Source: an optimization exercise on an open RTL-to-GDS flow (aim: small area). Production flows keep margins and buffers that such runs may drop. Function was checked by simulation only, so behaviour that the tests miss may differ from the original. Power is estimated from default activity; no workload was simulated.

==> flow/design.v <==
`timescale 1ns/1ps
package rv_pkg;
    localparam int XLEN       = 32;  
    localparam int REG_AW     = 5;   
    localparam int IMEM_DEPTH = 64;  
    localparam int IMEM_AW    = 6;   
    localparam int DMEM_DEPTH = 32;  
    localparam int DMEM_AW    = 5;   
    localparam int CODE_W     = 24;  
    typedef logic [XLEN-1:0]   word_t;      
    typedef logic [REG_AW-1:0] reg_addr_t;  
    typedef logic [6:0]        opcode_t;    
    typedef logic [2:0]        funct3_t;    
    typedef logic [CODE_W-1:0] code_t;      
    localparam opcode_t OPC_OP     = 7'b0110011;  
    localparam opcode_t OPC_OP_IMM = 7'b0010011;  
    localparam opcode_t OPC_LOAD   = 7'b0000011;  
    localparam opcode_t OPC_STORE  = 7'b0100011;  
    localparam funct3_t F3_ADD_SUB = 3'b000;  
    localparam funct3_t F3_XOR     = 3'b100;
    localparam funct3_t F3_OR      = 3'b110;
    localparam funct3_t F3_AND     = 3'b111;
    localparam funct3_t F3_LW_SW   = 3'b010;  
    localparam logic [1:0] CL_OP   = 2'b00;
    localparam logic [1:0] CL_ADDI = 2'b01;
    localparam logic [1:0] CL_LW   = 2'b10;
    localparam logic [1:0] CL_SW   = 2'b11;
endpackage
`timescale 1ns/1ps
module onehot_mux #(
    parameter int N = 32,
    parameter int W = 32
) (
    input  logic [N*W-1:0] d,    
    input  logic [N-1:0]   sel,
    output logic [W-1:0]   y
);
    localparam int G3 = N / 3;           
    localparam int R  = N - 3 * G3;      
    localparam int NG = G3 + (R > 0 ? 1 : 0);
    logic [W*NG-1:0] z;                  
    for (genvar b = 0; b < W; b++) begin : g_bit
        for (genvar g = 0; g < G3; g++) begin : g_grp
            aoi3 u_aoi (
                .a0(d[(3*g+0)*W+b]), .a1(d[(3*g+1)*W+b]), .a2(d[(3*g+2)*W+b]),
                .s0(sel[3*g+0]),     .s1(sel[3*g+1]),     .s2(sel[3*g+2]),
                .y (z[b*NG+g])
            );
        end
        if (R == 2) begin : g_r2
            aoi2 u_aoi (
                .a0(d[(3*G3+0)*W+b]), .a1(d[(3*G3+1)*W+b]),
                .s0(sel[3*G3+0]),     .s1(sel[3*G3+1]),
                .y (z[b*NG+G3])
            );
        end else if (R == 1) begin : g_r1
            assign z[b*NG+G3] = ~(d[(3*G3)*W+b] & sel[3*G3]);
        end
        assign y[b] = ~&z[b*NG +: NG];
    end
endmodule
`timescale 1ns/1ps
module aoi3 (
    input  logic a0, a1, a2,
    input  logic s0, s1, s2,
    output logic y
);
    assign y = ~((a0 & s0) | (a1 & s1) | (a2 & s2));
endmodule
module aoi2 (
    input  logic a0, a1,
    input  logic s0, s1,
    output logic y
);
    assign y = ~((a0 & s0) | (a1 & s1));
endmodule
`timescale 1ns/1ps
module bk_adder (
    input  logic [31:0] a,
    input  logic [31:0] b,
    input  logic        cin,
    output logic [31:0] sum,
    output logic [31:0] p,    
    output logic [31:0] g     
);
    logic [31:0] gg, pp;      
    logic [32:0] c;
    assign p = a ^ b;
    assign g = a & b;
    always_comb begin
        gg = g;
        pp = p;
        gg[0] = g[0] | (p[0] & cin);
        for (int l = 0; l < 5; l++) begin
            for (int i = (2 << l) - 1; i < 32; i += (2 << l)) begin
                gg[i] = gg[i] | (pp[i] & gg[i - (1 << l)]);
                pp[i] = pp[i] & pp[i - (1 << l)];
            end
        end
        for (int l = 3; l >= 0; l--) begin
            for (int i = 3 * (1 << l) - 1; i < 32; i += (2 << l)) begin
                gg[i] = gg[i] | (pp[i] & gg[i - (1 << l)]);
                pp[i] = pp[i] & pp[i - (1 << l)];
            end
        end
    end
    assign c   = {gg, cin};
    assign sum = p ^ c[31:0];
endmodule
`timescale 1ns/1ps
module rv_core_top (
    input  logic                       clk,
    input  logic                       reset_i,
    input  logic                       imem_we_i,      
    input  logic [rv_pkg::IMEM_AW-1:0] imem_addr_i,    
    input  rv_pkg::word_t              imem_wdata_i,   
    input  logic                       run_i,          
    output logic                       wb_valid_o,     
    output rv_pkg::reg_addr_t          wb_rd_o,        
    output rv_pkg::word_t              wb_data_o,      
    output logic                       store_valid_o,  
    output rv_pkg::word_t              store_addr_o,   
    output rv_pkg::word_t              store_data_o    
);
    localparam int XL = rv_pkg::XLEN;
    localparam int CW = rv_pkg::CODE_W;
    function automatic rv_pkg::code_t encode(input rv_pkg::word_t w);
        rv_pkg::code_t c;
        c = {rv_pkg::CL_OP, 7'b0, w[24:20], w[19:15], w[11:7]};
        case (w[6:0])
            rv_pkg::OPC_OP: begin
                case (w[14:12])
                    rv_pkg::F3_ADD_SUB: c[21:15] = {3'b000, 1'b1, 1'b0, 1'b0, w[30]};
                    rv_pkg::F3_XOR:     c[21:15] = {3'b000, 1'b1, 1'b0, 1'b1, 1'b0};
                    rv_pkg::F3_OR:      c[21:15] = {3'b000, 1'b1, 1'b1, 1'b1, 1'b0};
                    rv_pkg::F3_AND:     c[21:15] = {3'b000, 1'b1, 1'b1, 1'b0, 1'b0};
                    default:            c[21:15] = 7'b0;
                endcase
            end
            rv_pkg::OPC_OP_IMM: if (w[14:12] == rv_pkg::F3_ADD_SUB) c = {rv_pkg::CL_ADDI, w[31:25], w[24:20], w[19:15], w[11:7]};
            rv_pkg::OPC_LOAD:   if (w[14:12] == rv_pkg::F3_LW_SW)   c = {rv_pkg::CL_LW,   w[31:25], w[24:20], w[19:15], w[11:7]};
            rv_pkg::OPC_STORE:  if (w[14:12] == rv_pkg::F3_LW_SW)   c = {rv_pkg::CL_SW,   w[31:25], w[24:20], w[19:15], w[11:7]};
            default: ;
        endcase
        encode = c;
    endfunction
    logic [CW*64-1:0]           imem;      
    rv_pkg::code_t              wcode;
    logic [rv_pkg::IMEM_AW-1:0] pc_q;
    logic                       f_valid;
    rv_pkg::code_t              f_code;
    rv_pkg::code_t              imem_rd;
    logic [63:0]                pc_sel;
    assign wcode = encode(imem_wdata_i);
    always_ff @(posedge clk) begin
        for (int i = 0; i < 64; i++) begin
            if (imem_we_i && imem_addr_i == i[5:0]) imem[i*CW +: CW] <= wcode;
        end
    end
    always_ff @(posedge clk) begin
        if (reset_i) begin
            pc_q    <= '0;
            f_valid <= 1'b0;
        end else begin
            f_valid <= run_i;
            if (run_i) pc_q <= pc_q + 1'b1;  
        end
    end
    always_comb begin
        for (int i = 0; i < 64; i++) pc_sel[i] = (pc_q == i[5:0]);
    end
    onehot_mux #(.N(64), .W(CW)) u_imem_rd (.d(imem), .sel(pc_sel), .y(imem_rd));
    always_ff @(posedge clk) f_code <= imem_rd;
    logic              dec_valid;
    rv_pkg::code_t     dec_code;
    logic [XL*31-1:0]  regs;       
    rv_pkg::reg_addr_t rs1, rs2;
    logic [30:0]       rs1_sel, rs2_sel;
    rv_pkg::word_t     rs1v, rs2v;
    logic [1:0]        cls;
    logic [6:0]        hi;
    logic              is_op, is_addi, is_lw, is_sw;
    always_ff @(posedge clk) begin
        if (reset_i) dec_valid <= 1'b0;
        else         dec_valid <= f_valid;
    end
    always_ff @(posedge clk) dec_code <= f_code;
    assign cls     = dec_code[23:22];
    assign hi      = dec_code[21:15];
    assign is_op   = (cls == rv_pkg::CL_OP);
    assign is_addi = (cls == rv_pkg::CL_ADDI);
    assign is_lw   = (cls == rv_pkg::CL_LW);
    assign is_sw   = (cls == rv_pkg::CL_SW);
    assign rs1 = dec_code[9:5];
    assign rs2 = reset_i ? 5'd0 : dec_code[14:10];
    always_comb begin
        for (int i = 0; i < 31; i++) begin
            rs1_sel[i] = (rs1 == 5'(i + 1));
            rs2_sel[i] = (rs2 == 5'(i + 1));
        end
    end
    onehot_mux #(.N(31), .W(XL)) u_rs1_rd (.d(regs), .sel(rs1_sel), .y(rs1v));
    onehot_mux #(.N(31), .W(XL)) u_rs2_rd (.d(regs), .sel(rs2_sel), .y(rs2v));
    rv_pkg::word_t    imm, opb, sum, pv, gv, load_r, result;
    logic             s_sum, s_xor, s_and, s_lw;
    logic             retire, reg_write, store_now;
    logic [4:0]       dmem_idx;
    logic [31:0]      dmem_hit, dmem_rsel;
    logic [XL*32-1:0] dmem;        
    rv_pkg::word_t    res_q;       
    rv_pkg::word_t    sd_q;        
    assign imm = {{(XL-12){hi[6]}}, hi, (is_sw ? dec_code[4:0] : dec_code[14:10])};
    assign opb = is_op ? (rs2v ^ {XL{hi[0]}}) : imm;
    bk_adder u_add (
        .a   (rs1v),
        .b   (opb),
        .cin (is_op & hi[0]),
        .sum (sum),
        .p   (pv),
        .g   (gv)
    );
    assign s_xor = ~reset_i & is_op & hi[1];
    assign s_and = ~reset_i & is_op & hi[2];
    assign s_sum = ~reset_i & ~is_lw & ~(is_op & (hi[1] | hi[2]));
    assign s_lw  = ~reset_i & is_lw;
    assign dmem_idx = sum[6:2];
    always_comb begin
        for (int i = 0; i < 32; i++) begin
            dmem_hit[i]  = (dmem_idx == i[4:0]);
            dmem_rsel[i] = dmem_hit[i] & s_lw;
        end
    end
    onehot_mux #(.N(32), .W(XL)) u_dmem_rd (.d(dmem), .sel(dmem_rsel), .y(load_r));
    assign result = (sum & {XL{s_sum}}) | (pv & {XL{s_xor}}) | (gv & {XL{s_and}}) | load_r;
    assign retire    = is_op ? hi[3] : ~is_sw;
    assign reg_write = dec_valid & retire;
    assign store_now = dec_valid & is_sw;
    always_ff @(posedge clk) begin
        for (int i = 0; i < 31; i++) begin
            if (reset_i | (reg_write & (dec_code[4:0] == 5'(i + 1))))
                regs[i*XL +: XL] <= result;
        end
    end
    always_ff @(posedge clk) begin
        for (int i = 0; i < 32; i++) begin
            if (reset_i | (store_now & dmem_hit[i]))
                dmem[i*XL +: XL] <= rs2v;
        end
    end
    always_ff @(posedge clk) begin
        if (reset_i) begin
            wb_valid_o    <= 1'b0;
            store_valid_o <= 1'b0;
        end else begin
            wb_valid_o    <= reg_write;  
            store_valid_o <= store_now;
        end
    end
    always_ff @(posedge clk) begin
        res_q <= result;    
        sd_q  <= is_sw ? rs2v : {{(XL-5){1'b0}}, dec_code[4:0]};
    end
    assign wb_data_o    = res_q;
    assign store_addr_o = res_q;
    assign store_data_o = sd_q;
    assign wb_rd_o      = sd_q[4:0];
endmodule
==> flow/run.sh <==
#!/bin/bash
# synth_recipe.tcl (not shown) runs the flow's synth.tcl, then flattens the netlist and writes it again
# the make line also repeats each setting of config.mk as NAME=value (left out here)
make -C /OpenROAD-flow-scripts/flow DESIGN_CONFIG=/design/flow/config.mk WORK_HOME=/design/flow/orfs CLKGATE_MAP_FILE= SYNTH_SCRIPT=/design/flow/synth_recipe.tcl finish
==> flow/config.mk <==
export PLATFORM = sky130hd
export DESIGN_NAME = rv_core_top
export DESIGN_NICKNAME = rv_core_top
export VERILOG_FILES = /design/flow/design.v
export SDC_FILE = /design/flow/constraint.sdc
export NUM_CORES = 4
export LEC_CHECK = 0
export CAP_MARGIN = 0
export CORE_MARGIN = 2
export CORE_UTILIZATION = 45
export CTS_BUF_LIST = sky130_fd_sc_hd__clkbuf_16
export CTS_CLUSTER_DIAMETER = 100
export CTS_CLUSTER_SIZE = 30
export SLEW_MARGIN = 0
export SYNTH_HIERARCHICAL = 1
==> flow/constraint.sdc <==
create_clock -name core_clock -period 8.0 [get_ports {clk}]
set_input_delay 1.6000 -clock core_clock [delete_from_list [all_inputs] [get_ports {clk}]]
set_output_delay 1.6000 -clock core_clock [all_outputs]
set_load 0.01 [all_outputs]
==> results of run 1 <==
flip-flops by register name, indices dropped and copies added (netlist names):
register,cells
dec_code,24
dec_valid,1
dmem,1024
f_code,24
f_valid,1
imem,1536
pc_q,6
regs,992
res_q,32
sd_q,32
store_valid_o,1
wb_valid_o,1
kinds of logic after synthesis:
logic type,Yosys count
adders and majority gates,53
muxes,12
xor gates and xnor gates,51
AOI/OAI and AO/OA,1788
DFF,3674
and+or+nand+nor,982
buffers and inverters,150
per-module statistics from Yosys (local to each module, per instance), excerpt:
module	cells	cell area, µm²	times used
rv_core_top	4454	113600	1
bk_adder	152	1353	1
aoi2	1	12.51	32
aoi3	1	10.01	1464
layout make-up:
class,count,area (µm²)
Sequential cell,3674,109100
Multi-Input combinational cell,2886,25620
Inverter,28,105.1
Tap cell,3939,4928
Clock buffer,151,3779
Clock inverter,90,495.5
Antenna cell,10,25.02
Fill cell,23580,144400
Timing Repair Buffer,849,8058
per-stage QoR:
| step | setup slack, ps | instances |
|---|---|---|
| finish | 350.8 | 11630 |
| global route | 140.0 | 11620 |
| CTS | 479.7 | 11620 |
| detailed placement | -439.5 | 11380 |
| global placement | -528.6 | 11380 |
| floorplan | -340.6 | 6710 |
layout by cell type, fill, tap and decap left out, types with 18 or more instances in the layout:
cell type / n
nor2_1: 30
xnor2_1: 33
a22o_1: 32
nand4_1: 295
nand2_1: 193
buf_12: 112
nand3_1: 81
a221o_2: 32
clkdlybuf4s50_1: 128
a21oi_1: 41
or3_1: 36
o21bai_4: 32
a2111o_1: 63
nor4_1: 24
dfxtp_1: 119
edfxtp_1: 3552
inv_1: 96
buf_4: 594
clkbuf_16: 151
nor2_2: 154
a31o_4: 31
a22oi_2: 32
nor2b_1: 22
nor2_4: 62
a222oi_1: 1464
ha_1: 36
a211oi_2: 22
and3_1: 28
xor2_1: 18
cells in the mapped netlist, types with 7 or more instances:
cell type	n
o21bai_1	35
a31o_1	10
xor2_1	18
or3_1	36
nor2_1	246
nand4_1	295
a222oi_1	1464
a31o_2	21
nor3_1	17
edfxtp_1	3552
clkbuf_1	56
and3_1	31
a211oi_2	22
xnor2_1	33
a21oi_1	43
nand2b_1	7
a22o_1	32
ha_1	36
buf_4	43
nand2_1	193
nand3_1	83
a22oi_2	32
buf_6	11
fa_1	17
a2111o_1	64
dfxtp_1	122
o21ai_0	12
a221o_1	32
inv_1	27
nor2b_1	22
nand3b_1	7
nor4_1	24
critical path: stages:
cell	delay, ps
buf_4	220
nand3b_1	170
buf_4	250
nor2_4	50
buf_4	160
buf_4	140
a222oi_1	380
nand4_1	190
a2111o_1	370
buf_12	160
xor2_1	120
mux2i_1	90
o21ai_0	280
ha_1	310
a21o_1	190
a21o_1	190
fa_1	640
nor2b_1	310
nand3_1	300
nor2_4	990
buf_4	280
a22oi_2	70
nand4_1	160
or3_1	290
a221o_2	240
buf_12	190
metal layers:
layer  part of all wire  track usage
met1               0.36       0.3880
met4              0.057       0.1415
met2               0.45       0.4481
met5            0.00039     0.001108
met3               0.13      0.06806
final timing paths:
check,startpoint,endpoint,slack (ps),cells past startpoint
setup / recovery,reset_i,regs[104],350,26
hold / removal,f_code[15],dec_code[15],320,0
setup reg to reg,dec_code[13],regs[104],650,24
hold reg to reg,f_code[15],dec_code[15],320,0
power breakdown:
part,internal [µW],switching (µW)
sequential,28600,2150
clock,3540,5750
combinational,3610,7190
total,35700,15100
==> impl_metrics.json, run 1 <==
{
  "first_pass_iters": 14,
  "synth-simple-area-share": 0.03727,
  "fin_skew_ps": 55.39,
  "synthFlopType": "edfxtp_1",
  "fin_setup_tns_ps": 0,
  "synth_top_family_by_area": "compound AO/OA/AOI/OAI gates",
  "hpwl_um": 262000,
  "clock_sinks": 3674,
  "yosys_warnings": 8,
  "grt_overflow_total": 0,
  "cts_tree": "built",
  "core-area_um2": 296500,
  "grt_max_degree": 65,
  "antenna_left": 0,
  "boundaryPins": 145,
  "dieArea_um2": 301900,
  "synthAdderAreaFrac": 0.005905,
  "arrival_ps": 8410,
  "min_path_type": "flip-flop to flip-flop",
  "cap_violations": 0,
  "synth_compound_area_frac": 0.1317,
  "hold_buffers": 0,
  "portBuffers": 144,
  "cp_max_fo": 32,
  "slew_headroom": 0.1466,
  "ys_types": 59,
  "netlist_area_um2": 133900,
  "status": "complete, no violations",
  "power.density_nw_per_um2": 334.1,
  "final_util": 0.5130,
  "yosysTopAreaCell": "edfxtp_1",
  "wl_per_cell_um": 38.86,
  "clkTransAtPathRegs_ps": 120,
  "grt_pass1_vias": 79880,
  "wl_um": 451900,
  "grt_usage": 0.2901,
  "synthArstFlopShare": 0,
  "synth_top_area_share": 0.7966,
  "drive_gt1_frac": 0.1697,
  "gp_congestion": 0.9122,
  "slew_viol_final": 0,
  "finalPower_uw": 50820,
  "worstSetupEndpointType": "flip-flop",
  "ys_ff_latch": 3674,
  "numCtsBuffers": 148,
  "dieHeight_um": 549.5,
  "synth.area.top_cells": "edfxtp_1 80%, a222oi_1 11%, dfxtp_1 1.8%",
  "seq_area_frac_synth": 0.8148,
  "ctsResizeCount": 0,
  "clock.fmax_ghz": 0.1307,
  "syn_avg_cell_area_um2": 19.96,
  "start_util": 0.4516,
  "required_ps": 8760,
  "chipWidth_um": 549.5,
  "routed_via_density": 7.205,
  "fin_crit_ps": 7649,
  "synth_xor_area_frac": 0.003336,
  "irDropWorstVdd_v": 0.0003735,
  "design_area_um2": 152100,
  "grt_pass1_wl_um": 617500,
  "power_leakage_uw": 0.04904,
  "drtIter0Drc": 21090,
  "placementRows": 200,
  "worst_pin_slew_ps": 1280,
  "period_share": 0.9561,
  "drc": 0,
  "path_class": "input port to flip-flop",
  "finalSetupViolations": 0,
  "antenna_found_initial": 13,
  "cts_buffer_depth": 4,
  "num_vias": 83770,
  "syn_nets": 6805,
  "place_area_um2": 147800,
  "clk_latency_ps": 910,
  "fin_nets": 7682,
  "synth_edf_count": 3552,
  "syn-instance-count": 6710,
  "htreeDepth": 4,
  "hold_ws_ps": 319.9,
  "area_delta_synth_final_pct": 13.60,
  "synth.area.mux_share": 0.0009531,
  "cts_root_buffer": "clkbuf_16",
  "cts_setup_buffers": 0,
  "finalHoldViolations": 0,
  "rsz0062_at_grt": "no",
  "crit_path_start_kind": "input port"
}
==> run 2, diff against run 1 <==
--- a/flow/design.v
+++ b/flow/design.v
@@ -109,2 +109,25 @@
 endmodule
+module idx_adder (
+    input  logic [6:0] a,
+    input  logic [6:0] b,
+    output logic [4:0] idx
+);
+    logic [6:0] g, p;
+    logic [6:0] c;    
+    assign g = a & b;
+    assign p = a ^ b;
+    always_comb begin
+        c[0] = 1'b0;
+        for (int i = 1; i < 7; i++) begin
+            c[i] = 1'b0;
+            for (int j = 0; j < i; j++) begin
+                logic t;
+                t = g[j];
+                for (int k = j + 1; k < i; k++) t = t & p[k];
+                c[i] = c[i] | t;
+            end
+        end
+    end
+    assign idx = p[6:2] ^ c[6:2];
+endmodule
 `timescale 1ns/1ps
@@ -225,3 +248,3 @@
     assign s_lw  = ~reset_i & is_lw;
-    assign dmem_idx = sum[6:2];
+    idx_adder u_idx (.a(rs1v[6:0]), .b(imm[6:0]), .idx(dmem_idx));
     always_comb begin
--- a/flow/config.mk
+++ b/flow/config.mk
@@ -13,2 +13,3 @@
 export CTS_CLUSTER_SIZE = 30
+export SETUP_SLACK_MARGIN = 0.2
 export SLEW_MARGIN = 0
==> run 2 against run 1 <==
Against the previous run: clock-buffer cell count rose by 2; hold slack improved by 12 ps; sequential share of layout area rose by 1.1 points; cell area fell by 1.5%; combinational power fell by 6%; sequential power barely moved; first-iteration DRC count fell by 5.6%; register-to-register slack got worse by 80 ps; total power fell by 0.97%; non-clock buffer count fell by 225; highest routed layer unchanged.
==> impl_metrics.json, run 2 <==
{
  "hold_ws_ps": 332.0,
  "fill_cells": 23880,
  "routed_via_density": 7.182,
  "grt_pass1_wl_um": 599100,
  "htreeDepth": 4,
  "fin_skew_ps": 99.15,
  "syn_nets": 6830,
  "clock.fmax_ghz": 0.1347,
  "drtIter0Drc": 19900,
  "antenna_found_initial": 16,
  "synth.area.top_cells": "edfxtp_1 79%, a222oi_1 11%, dfxtp_1 1.8%",
  "dieArea_um2": 302600,
  "yosysMostFrequentCell": "edfxtp_1",
  "timing.final.ws_setup_ps": 574.4,
  "grt_overflow_total": 0,
  "hold_buffers": 0,
  "top_regs": "imem (1536), dmem (1024), regs (992)",
  "ys_ff_latch": 3674,
  "boundaryPins": 145,
  "finalPower_uw": 50330,
  "yosys_warnings": 9,
  "fin_nets": 7481,
  "slew_viol_final": 0,
  "period_share": 0.9282,
  "regMostFlops": "imem",
  "finalSetupViolations": 0,
  "fin_setup_tns_ps": 0,
  "synth_edf_count": 3552,
  "grt_pass1_vias": 78040,
  "power.density_nw_per_um2": 336.1,
  "placed_cells": 11170,
  "drc": 0,
  "pre_cts_ws_ps": 190.6,
  "netlist_area_um2": 134200,
  "wl_um": 435200,
  "final_cells": 11410,
  "num_vias": 81930,
  "portBuffers": 144,
  "dieHeight_um": 550.1,
  "start_util": 0.4522,
  "cts_tree": "built",
  "cp_max_fo": 32,
  "slew_headroom": 0.1337,
  "irDropWorstVdd_v": 0.0003368,
  "synth_top_area_share": 0.7948,
  "syn-instance-count": 6730,
  "status": "complete, no violations",
  "arrival_ps": 8070,
  "drive_gt1_frac": 0.1425,
  "antenna_left": 0,
  "core-area_um2": 296800,
  "final_common_cell": "edfxtp_1",
  "finalHoldViolations": 0,
  "final_cell_mix": "3552 x edfxtp_1, 1464 x a222oi_1, 443 x buf_4",
  "gp_congestion": 0.9519,
  "first_pass_iters": 17,
  "wl_per_cell_um": 38.15,
  "yosysTopAreaCell": "edfxtp_1",
  "synthArstFlopShare": 0,
  "ys_top_cells_by_count": "3552 x edfxtp_1, 1464 x a222oi_1, 296 x nand4_1",
  "hpwl_um": 262000,
  "ys_types": 61,
  "clk_latency_ps": 940,
  "rsz0062_at_grt": "no",
  "power_leakage_uw": 0.04768,
  "area_delta_synth_final_pct": 11.59,
  "required_ps": 8640,
  "clock_sinks": 3674,
  "chipWidth_um": 550.1,
  "synthFlopType": "edfxtp_1",
  "crit_path_start_kind": "flip-flop",
  "placementRows": 200,
  "cts_setup_buffers": 0,
  "worst_pin_slew_ps": 1288,
  "grt_max_degree": 68,
  "fin_crit_ps": 7426,
  "cts_root_buffer": "clkbuf_16",
  "cts_buffer_depth": 4,
  "largest_register_ffs": 1536,
  "worstSetupEndpointType": "flip-flop",
  "clkTransAtPathRegs_ps": 110,
  "path_class": "flip-flop to flip-flop",
  "ctsResizeCount": 0,
  "seq_area_frac_synth": 0.8130,
  "cap_violations": 0,
  "syn_avg_cell_area_um2": 19.94,
  "min_path_type": "flip-flop to flip-flop",
  "grt_usage": 0.2783,
  "numCtsBuffers": 151
}
==> run 2: cell type report <==
class                           count  area (µm²)  share of cell area
Sequential cell                  3674      109100              0.7285
Antenna cell                        8       20.02           0.0001337
Inverter                           28       105.1           0.0007018
Clock inverter                     79       569.3            0.003801
Multi-Input combinational cell   2902       25750              0.1720
Tap cell                         3939        4928             0.03291
Timing Repair Buffer              624        5450             0.03639
Clock buffer                      153        3829             0.02556
==> run 2: cell families after synthesis <==
kind of cell,count (synthesis),share of synthesized area
AO/OA/AOI/OAI,1792,0.1316
multiplexers,22,0.001790
buffers and inverters,154,0.006340
adder cells (fa/ha/maj),58,0.006358
AND/OR/NAND/NOR,972,0.03712
XOR/XNOR,58,0.003785
flip-flops,3674,0.8130
==> run 2: report_power, final <==
part           leakage [µW]  total (µW)  switching, µW  internal (µW)
combinational        0.0111       10100           7180           2930
clock               0.00232        9440           5830           3610
sequential           0.0342       30800           2200          28600
total                0.0477       50300          15200          35100
==> run 2: stage by stage <==
| step | cell area, µm² | utilization |
|---|---|---|
| after detailed placement | 145300 | 0.4896 |
| after CTS | 149700 | 0.5045 |
| final | 149800 | 0.5046 |
| after global placement | 145300 | 0.4896 |
| after global routing | 149700 | 0.5046 |
| after floorplan | 134200 | - |
==> run 2: per-module statistics from Yosys, one instance, submodules excluded, a selection <==
| module | flops+latches | area (µm²) | times used | cells |
|---|---|---|---|---|
| rv_core_top | 3674 | 113700 | 1 | 4453 |
| bk_adder | 0 | 1353 | 1 | 152 |
| idx_adder | 0 | 181.4 | 1 | 21 |
| aoi3 | 0 | 10.01 | 1464 | 1 |
| aoi2 | 0 | 12.51 | 32 | 1 |
==> run 2: routing by layer <==
layer	GRT usage	wire length, µm	vias up
li1	-	-	32540
met1	0.3817	159500	42020
met4	0.1134	20140	2
met5	0.0007817	17	-
met2	0.4385	201500	6437
met3	0.05387	53930	931
==> run 2: path summary, 6_finish.rpt <==
path	start	to	slack, ps	cells after the start
setup / recovery	dec_code[5]	regs[608]	570	20
hold / removal	f_code[9]	dec_code[9]	330	0
setup reg to reg	dec_code[5]	regs[608]	570	20
hold reg to reg	f_code[9]	dec_code[9]	330	0
==> run 2: critical path: stages, from the launching register on <==
cell      delay, ps
dfxtp_1         770
nand3b_1        400
nor2_4          960
a222oi_1        330
nand2_1         170
a2111o_1        310
ha_1            270
nor3_2           60
a211oi_2        330
a21oi_1         130
xnor2_1         210
buf_4           230
nor2b_1         270
nand2_1         310
nor2_4          980
buf_4           290
a222oi_1        100
nand4_1         170
or3_1           290
a221o_1         160
buf_4           340
==> run 3, diff against run 2 <==
==> flow/flow/run.sh (new file) <==
#!/bin/bash
# The standard layout (standard.sh), with one change: clock-tree synthesis
# clusters the flip-flops into groups of at most 16 within 60 um, drives each
# group with a clkbuf_8, and adds no dummy loads. Everything else, including
# synthesis, floorplan, power grid, placement and routing, is the standard flow.
set -euo pipefail
export CTS_ARGS="-sink_clustering_enable -repair_clock_nets -buf_list sky130_fd_sc_hd__clkbuf_8 -sink_clustering_size 16 -sink_clustering_max_diameter 60 -dont_use_dummy_load"
bash standard.sh finish > flow.log 2>&1
==> flow/standard.sh (new file) <==
#!/bin/bash
# synth_recipe.tcl (not shown) runs the flow's synth.tcl, then flattens the netlist and writes it again
# the make line also repeats each setting of config.mk as NAME=value (left out here)
make -C /OpenROAD-flow-scripts/flow DESIGN_CONFIG=/design/flow/config.mk WORK_HOME=/design/flow/orfs CLKGATE_MAP_FILE= SYNTH_SCRIPT=/design/flow/synth_recipe.tcl "${@:-finish}"
--- a/flow/config.mk
+++ b/flow/config.mk
@@ -10,5 +10,2 @@
 export CORE_UTILIZATION = 45
-export CTS_BUF_LIST = sky130_fd_sc_hd__clkbuf_16
-export CTS_CLUSTER_DIAMETER = 100
-export CTS_CLUSTER_SIZE = 30
 export SETUP_SLACK_MARGIN = 0.2
removed: flow/run.sh
==> run 3 against run 2 <==
Against the previous run: core utilization fell by 0.14 points; largest cell class unchanged; maximum frequency grew 0.71%; total power is 0.85% lower; still clean on timing, DRC and antenna; hold slack worse by 51 ps; synthesized cell count stayed put; highest routed layer unchanged; cell count is 0.52% higher; area after synthesis is the same; routed wire length increased by 0.67%; global-route usage up 0.21 points; flip-flop and latch count stayed put; critical endpoint is now regs[793]; cell area shrank 0.28%.
==> impl_metrics.json, run 3 <==
{
  "status": "complete, no violations",
  "slew_viol_final": 0,
  "cts_buffer_depth": 4,
  "clock.fmax_ghz": 0.1356,
  "required_ps": 8840,
  "cp_slowest_stage_delay_ps": 930,
  "drtIter0Drc": 19660,
  "ys_top_cells_by_count": "3552 x edfxtp_1, 1464 x a222oi_1, 296 x nand4_1",
  "synthArstFlopShare": 0,
  "wl_per_cell_um": 38.21,
  "final_cells": 11470,
  "dieArea_um2": 302600,
  "rsz0062_at_grt": "no",
  "grt_max_degree": 68,
  "finalSetupViolations": 0,
  "cts_tree": "built",
  "grt_pass1_vias": 79250,
  "gr-usage-met3": 0.06472,
  "yosys_warnings": 9,
  "cts_setup_buffers": 0,
  "antenna_found_initial": 15,
  "yosysMostFrequentCell": "edfxtp_1",
  "final_cell_mix": "3552 x edfxtp_1, 1464 x a222oi_1, 443 x buf_4",
  "clock_sinks": 3674,
  "synth.area.top_cells": "edfxtp_1 79%, a222oi_1 11%, dfxtp_1 1.8%",
  "placementRows": 200,
  "clkTransAtPathRegs_ps": 90,
  "ys_types": 61,
  "placed_cells": 11170,
  "top_regs": "imem (1536), dmem (1024), regs (992)",
  "antenna_left": 0,
  "finalHoldViolations": 0,
  "synthFlopType": "edfxtp_1",
  "largest_register_ffs": 1536,
  "seq_area_frac_synth": 0.8130,
  "met2_usage": 0.4406,
  "drc": 0,
  "regMostFlops": "imem",
  "core-area_um2": 296800,
  "area_delta_synth_final_pct": 11.28,
  "met1_usage": 0.3787,
  "clk_latency_ps": 1110,
  "chipWidth_um": 550.1,
  "min_path_type": "flip-flop to flip-flop",
  "crit_chain": "nand3b_1 > nor2_4 > a222oi_1 > nand2_1 > a2111o_1 > ha_1 > nor3_2 > a211oi_2 > a31oi_1 > xnor2_1 > nand3_1 > buf_4 > nor2_2 > buf_4 > a222oi_1 > nand3_1 > or3_1 > a221o_1 > buf_4",
  "numCtsBuffers": 290,
  "critPathTopFamily": "simple AND/OR/NAND/NOR gates",
  "worst_pin_slew_ps": 1241,
  "dieHeight_um": 550.1,
  "fin_skew_ps": 152.1,
  "boundaryPins": 145,
  "period_share": 0.9216,
  "fin_nets": 7619,
  "path_class": "flip-flop to flip-flop",
  "portBuffers": 144,
  "slew_headroom": 0.1719,
  "drive_gt1_frac": 0.1560,
  "synth_edf_count": 3552,
  "cap_violations": 0,
  "gp_congestion": 0.9519,
  "ys_ff_latch": 3674,
  "num_vias": 82110,
  "power.density_nw_per_um2": 334.2,
  "fin_setup_tns_ps": 0,
  "first_pass_iters": 17,
  "syn_nets": 6830,
  "critical_path_buf_inv_count": 3,
  "crit_path_start_kind": "flip-flop",
  "wl_um": 438100,
  "worstSetupEndpointType": "flip-flop",
  "grt_pass1_wl_um": 603500,
  "netlist_area_um2": 134200,
  "hpwl_um": 262000,
  "cp_max_fo": 32,
  "fin_crit_ps": 7373,
  "ff2ff_setup_slack_ps": 630,
  "start_util": 0.4522,
  "crit_slowest_cell": "nor2_4",
  "synth_top_area_share": 0.7948,
  "final_common_cell": "edfxtp_1",
  "grt_usage": 0.2804,
  "irDropWorstVdd_v": 0.0003374,
  "critPathMostFrequentCell": "buf_4",
  "syn_avg_cell_area_um2": 19.94,
  "routed_via_density": 7.161,
  "htreeDepth": 5,
  "grt_busiest_layer": "met2",
  "syn-instance-count": 6730,
  "grt_overflow_total": 0,
  "arrival_ps": 8210,
  "yosysTopAreaCell": "edfxtp_1",
  "cts_root_buffer": "clkbuf_8",
  "power_leakage_uw": 0.04743
}
==> run 3: layout make-up <==
cell class | instances | area (µm²)
Timing Repair Buffer | 623 | 5423
Tap cell | 3939 | 4928
Clock buffer | 290 | 3991
Inverter | 28 | 105.1
Antenna cell | 10 | 25.02
Sequential cell | 3674 | 109100
Fill cell | 23940 | 147400
Multi-Input combinational cell | 2902 | 25760
==> run 3: layer usage <==
metal,share of wire,routed length (µm)
met4,0.046,19970
met3,0.13,55520
met1,0.37,160200
met5,0.00021,93
met2,0.46,202300
==> run 3: path summary, 6_finish.rpt <==
path	from	end	depth (start not counted)
min	f_code[11]	dec_code[11]	0
min reg2reg	f_code[11]	dec_code[11]	0
max reg2reg	dec_code[5]	regs[793]	19
max	dec_code[5]	regs[793]	19
==> run 3: report_power, final <==
group | switching [µW] | internal (µW)
clock | 5760 | 3250
sequential | 2200 | 28600
combinational | 7170 | 2930
total | 15100 | 34800
==> run 3: logic make-up (layout without fill, tap and decap cells) <==
kind of cell | count (synthesis) | after routing | synth area share
flip-flops | 3674 | 3674 | 0.8130
other | 0 | 10 | 0
adder cells (fa/ha/maj) | 58 | 58 | 0.006358
AND/OR/NAND/NOR | 972 | 972 | 0.03712
AO/OA/AOI/OAI | 1792 | 1792 | 0.1316
buffers and inverters | 154 | 941 | 0.006340
multiplexers | 22 | 22 | 0.001790
XOR/XNOR | 58 | 58 | 0.003785
==> run 3: per-module statistics from Yosys (local to each module, per instance), a selection <==
| module | flops+latches | copies in the design |
|---|---|---|
| rv_core_top | 3674 | 1 |
| aoi3 | 0 | 1464 |
| aoi2 | 0 | 32 |
| idx_adder | 0 | 1 |
| bk_adder | 0 | 1 |
==> run 3: worst register-to-register path, cell delays in order, from the launching register on <==
cell,delay [ps]
dfxtp_1,780
nand3b_1,410
nor2_4,930
a222oi_1,340
nand2_1,170
a2111o_1,300
ha_1,270
nor3_2,60
a211oi_2,340
a31oi_1,180
xnor2_1,520
nand3_1,140
buf_4,280
nor2_2,930
buf_4,360
a222oi_1,110
nand3_1,220
or3_1,300
a221o_1,220
buf_4,310
==> run 3: through the flow <==
step	instance area, µm²	setup WS, ps	power [µW]	util	hold WS, ps
2_1_floorplan	134200	284.2	34930	-	309.6
3_3_place_gp	145300	186.5	40620	0.4896	311.3
3_5_place_dp	145300	190.6	41020	0.4896	312.1
4_1_cts	149300	566.4	49730	0.5031	286.3
5_1_grt	149300	339.2	51480	0.5031	278.5
6_report	149300	626.9	49900	0.5032	280.8
==> run 3: what timing repair did <==
item	in CTS	in global routing
hold buffers	0	0
gates resized for setup	0	1
endpoints found under the setup margin	0	109
==> run 4, diff against run 3 <==
--- a/flow/design.v
+++ b/flow/design.v
@@ -283,3 +283,4 @@
         res_q <= result;    
-        sd_q  <= is_sw ? rs2v : {{(XL-5){1'b0}}, dec_code[4:0]};
+        sd_q[XL-1:5] <= rs2v[XL-1:5];
+        sd_q[4:0]    <= is_sw ? rs2v[4:0] : dec_code[4:0];
     end
==> run 4 against run 3 <==
Against the previous run: largest power group unchanged; core utilization down 0.13 points; die area fell by 0.21%; first-iteration DRC count down 4.9%; largest cell class unchanged; critical path depth did not move; register-to-register slack worse by 290 ps; area after synthesis fell by 0.21%.
==> impl_metrics.json, run 4 <==
{
  "synth.area.top_cells": "edfxtp_1 80%, a222oi_1 11%, dfxtp_1 1.8%",
  "power.density_nw_per_um2": 334.3,
  "cts_buffer_depth": 4,
  "syn_avg_cell_area_um2": 19.99,
  "ctsResizeCount": 0,
  "dieHeight_um": 549.5,
  "gp_congestion": 0.9049,
  "clock_sinks": 3674,
  "crit_cells": 19,
  "clk_latency_ps": 1110,
  "fin_skew_ps": 191.4,
  "cap_violations": 0,
  "ys_top_cells_by_count": "3552 x edfxtp_1, 1464 x a222oi_1, 295 x nand4_1",
  "core-area_um2": 296500,
  "portBuffers": 144,
  "seq_area_frac_synth": 0.8147,
  "required_ps": 8710,
  "placementRows": 200,
  "final_common_cell": "edfxtp_1",
  "dieArea_um2": 302000,
  "top_regs": "imem (1536), dmem (1024), regs (992)",
  "final_util": 0.5019,
  "grt_overflow_total": 0,
  "hold_end": "dec_code[15]",
  "drc": 0,
  "period_share": 0.9575,
  "antenna_found_initial": 16,
  "synthArstFlopShare": 0,
  "clock.fmax_ghz": 0.1306,
  "slew_viol_final": 0,
  "critical_path_buf_inv_count": 2,
  "ys_types": 59,
  "crit_slowest_cell": "nor2_4",
  "drive_gt1_frac": 0.1497,
  "htreeDepth": 5,
  "syn_nets": 6799,
  "first_pass_iters": 15,
  "fin_crit_ps": 7660,
  "min_path_type": "flip-flop to flip-flop",
  "rr_endpoint": "regs[750]",
  "power_leakage_uw": 0.04705,
  "fin_nets": 7543,
  "numCtsBuffers": 293,
  "rr_startpoint": "dec_code[5]",
  "synthFlopType": "edfxtp_1",
  "grt_usage": 0.2748,
  "grt_pass1_vias": 79280,
  "final_cell_mix": "3552 x edfxtp_1, 1464 x a222oi_1, 377 x buf_4",
  "synth_edf_count": 3552,
  "wl_per_cell_um": 37.56,
  "worstSetupEndpointType": "flip-flop",
  "netlist_area_um2": 133900,
  "clkTransAtPathRegs_ps": 100,
  "design_area_um2": 148800,
  "crit_path_start_kind": "flip-flop",
  "wl_um": 428000,
  "grt_max_degree": 65,
  "hold_buffers": 0,
  "yosys_warnings": 9,
  "antenna_left": 0,
  "status": "complete, no violations",
  "irDropWorstVdd_v": 0.0003164,
  "cp_max_fo": 32,
  "yosysMostFrequentCell": "edfxtp_1",
  "routed_via_density": 7.164,
  "fin_setup_tns_ps": 0,
  "chipWidth_um": 549.5,
  "ys_ff_latch": 3674,
  "path_class": "flip-flop to flip-flop",
  "cts_tree": "built",
  "crit_chain": "or3_1 > nor2_4 > a222oi_1 > nand4_1 > a2111o_1 > ha_1 > nor3_2 > a211oi_2 > a21oi_1 > xnor2_1 > nor2_1 > nand2_1 > nor2_4 > buf_4 > a222oi_1 > nand4_1 > or3_1 > a221o_1 > buf_12",
  "yosysTopAreaCell": "edfxtp_1",
  "finalSetupViolations": 0,
  "syn-instance-count": 6699,
  "cts_setup_buffers": 0,
  "min-delay-start": "f_code[15]",
  "drtIter0Drc": 18690,
  "largest_register_ffs": 1536,
  "arrival_ps": 8370,
  "rsz0062_at_grt": "no",
  "boundaryPins": 145,
  "num_vias": 81640,
  "grt_pass1_wl_um": 592100,
  "regMostFlops": "imem",
  "worst_pin_slew_ps": 1450,
  "finalHoldViolations": 0,
  "hold_depth": 0,
  "rr_worst_depth": 19,
  "area_delta_synth_final_pct": 11.13,
  "critPathTopFamily": "simple AND/OR/NAND/NOR gates",
  "synth_top_area_share": 0.7964,
  "cts_root_buffer": "clkbuf_8",
  "cp_slowest_stage_delay_ps": 910,
  "ff2ff_setup_slack_ps": 340,
  "slew_headroom": 0.03230,
  "hpwl_um": 240100,
  "place_area_um2": 144800,
  "start_util": 0.4516
}
run 4: cell types whose count changed after synthesis, moves of 2 or more:
cell | previous run | this run
nor3_4 | 2 | 0
o21ai_0 | 11 | 14
a31o_1 | 10 | 0
a31o_2 | 21 | 31
and3_1 | 31 | 6
buf_4 | 40 | 38
buf_6 | 15 | 8
buf_2 | 7 | 10
run 4: kinds of logic (layout without fill, tap and decap cells):
logic type / count (synthesis) / after routing / share of synthesized area
AO/OA/AOI/OAI: 1794 / 1794 / 0.1319
XOR/XNOR: 57 / 57 / 0.003728
adder cells (fa/ha/maj): 58 / 58 / 0.006372
buffers and inverters: 148 / 890 / 0.005755
flip-flops: 3674 / 3674 / 0.8147
multiplexers: 22 / 22 / 0.001794
other: 0 / 15 / 0
AND/OR/NAND/NOR: 946 / 946 / 0.03574
run 4: worst max path at each step:
stage | startpoint | to | slack, ps
4_1_cts | dec_code[5] | regs[768] | 520
2_1_floorplan | reset_i | regs[111] | 260
5_1_grt | dec_code[5] | regs[750] | 240
3_5_place_dp | reset_i | regs[446] | 260
3_3_place_gp | reset_i | regs[734] | 170
6_report | dec_code[5] | regs[750] | 340
run 4: per-module statistics from Yosys, one instance, submodules excluded, excerpt:
module,cell area [µm²],copies in the design
aoi3,10.01,1464
idx_adder,181.4,1
bk_adder,1353,1
aoi2,12.51,32
rv_core_top,113400,1
run 4: cell type report:
| cell class | count | area (µm²) |
|---|---|---|
| antenna | 15 | 37.54 |
| clock buffer | 293 | 4033 |
| multi-input combinational | 2877 | 25470 |
| fill | 23790 | 147700 |
| inverter | 29 | 108.9 |
| tap | 3939 | 4928 |
| sequential | 3674 | 109100 |
| timing repair buffer | 568 | 5147 |
run 4: metal layers:
metal	part of all wire	vias to the layer above	global-route usage	wire length [µm]
met2	0.46	6382	0.4308	196900
met4	0.061	16	0.1480	26270
met3	0.12	1098	0.05879	51580
li1	-	32500	-	-
met5	0.00024	-	0	103
met1	0.36	41640	0.3600	153200
run 4: metrics by stage:
step	hold slack, ps	cells	total power, µW	worst slack, ps
after global placement	311.0	11090	40380	173.4
after floorplan	309.6	6699	34910	256.9
after CTS	287.8	11380	49690	522.4
after detailed placement	312.1	11090	40940	257.1
final	301.5	11400	49750	340.2
after global routing	311.4	11380	51430	243.3
run 4: power breakdown:
| group | switching [µW] | internal (µW) |
|---|---|---|
| clock | 5750 | 3290 |
| combinational | 7040 | 3040 |
| sequential | 2050 | 28600 |
| total | 14800 | 34900 |

[port drivers added, routing unchanged]
No port has a modelled driver above. Below, the same layouts with a new extraction and two added sets of constraints.
Step 1 assumes that a clkbuf_16 drives the clock port and a buf_2 every other input.
Step 2 also shifts input and output timing later by t, the mid clock arrival at the registers, as if the neighbouring blocks saw the same clock.
Three values: ideal, step 1, step 2; two values: the first two.
run	shift t [ns]	setup WS [ns]	hold slack, ns	clock arrival spread, ns	cell pins on the clock port's net
run 1	0.987	0.351 / 0.414 / -0.573	0.320 / 0.320 / 0.320	0.055 / 0.055	1
run 2	0.992	0.574 / 0.574 / -0.012	0.332 / 0.332 / 0.332	0.099 / 0.099	1
run 3	1.142	0.627 / 0.627 / -0.059	0.281 / 0.281 / 0.281	0.152 / 0.152	1
run 4	1.110	0.340 / 0.340 / -0.016	0.301 / 0.301 / 0.301	0.198 / 0.198	1
Met with ideal ports but missed after step 2: setup timing in every run listed. The setup slack of run 1, which loses most, moves by +0.063 ns with the drivers and by -0.924 ns with both steps.
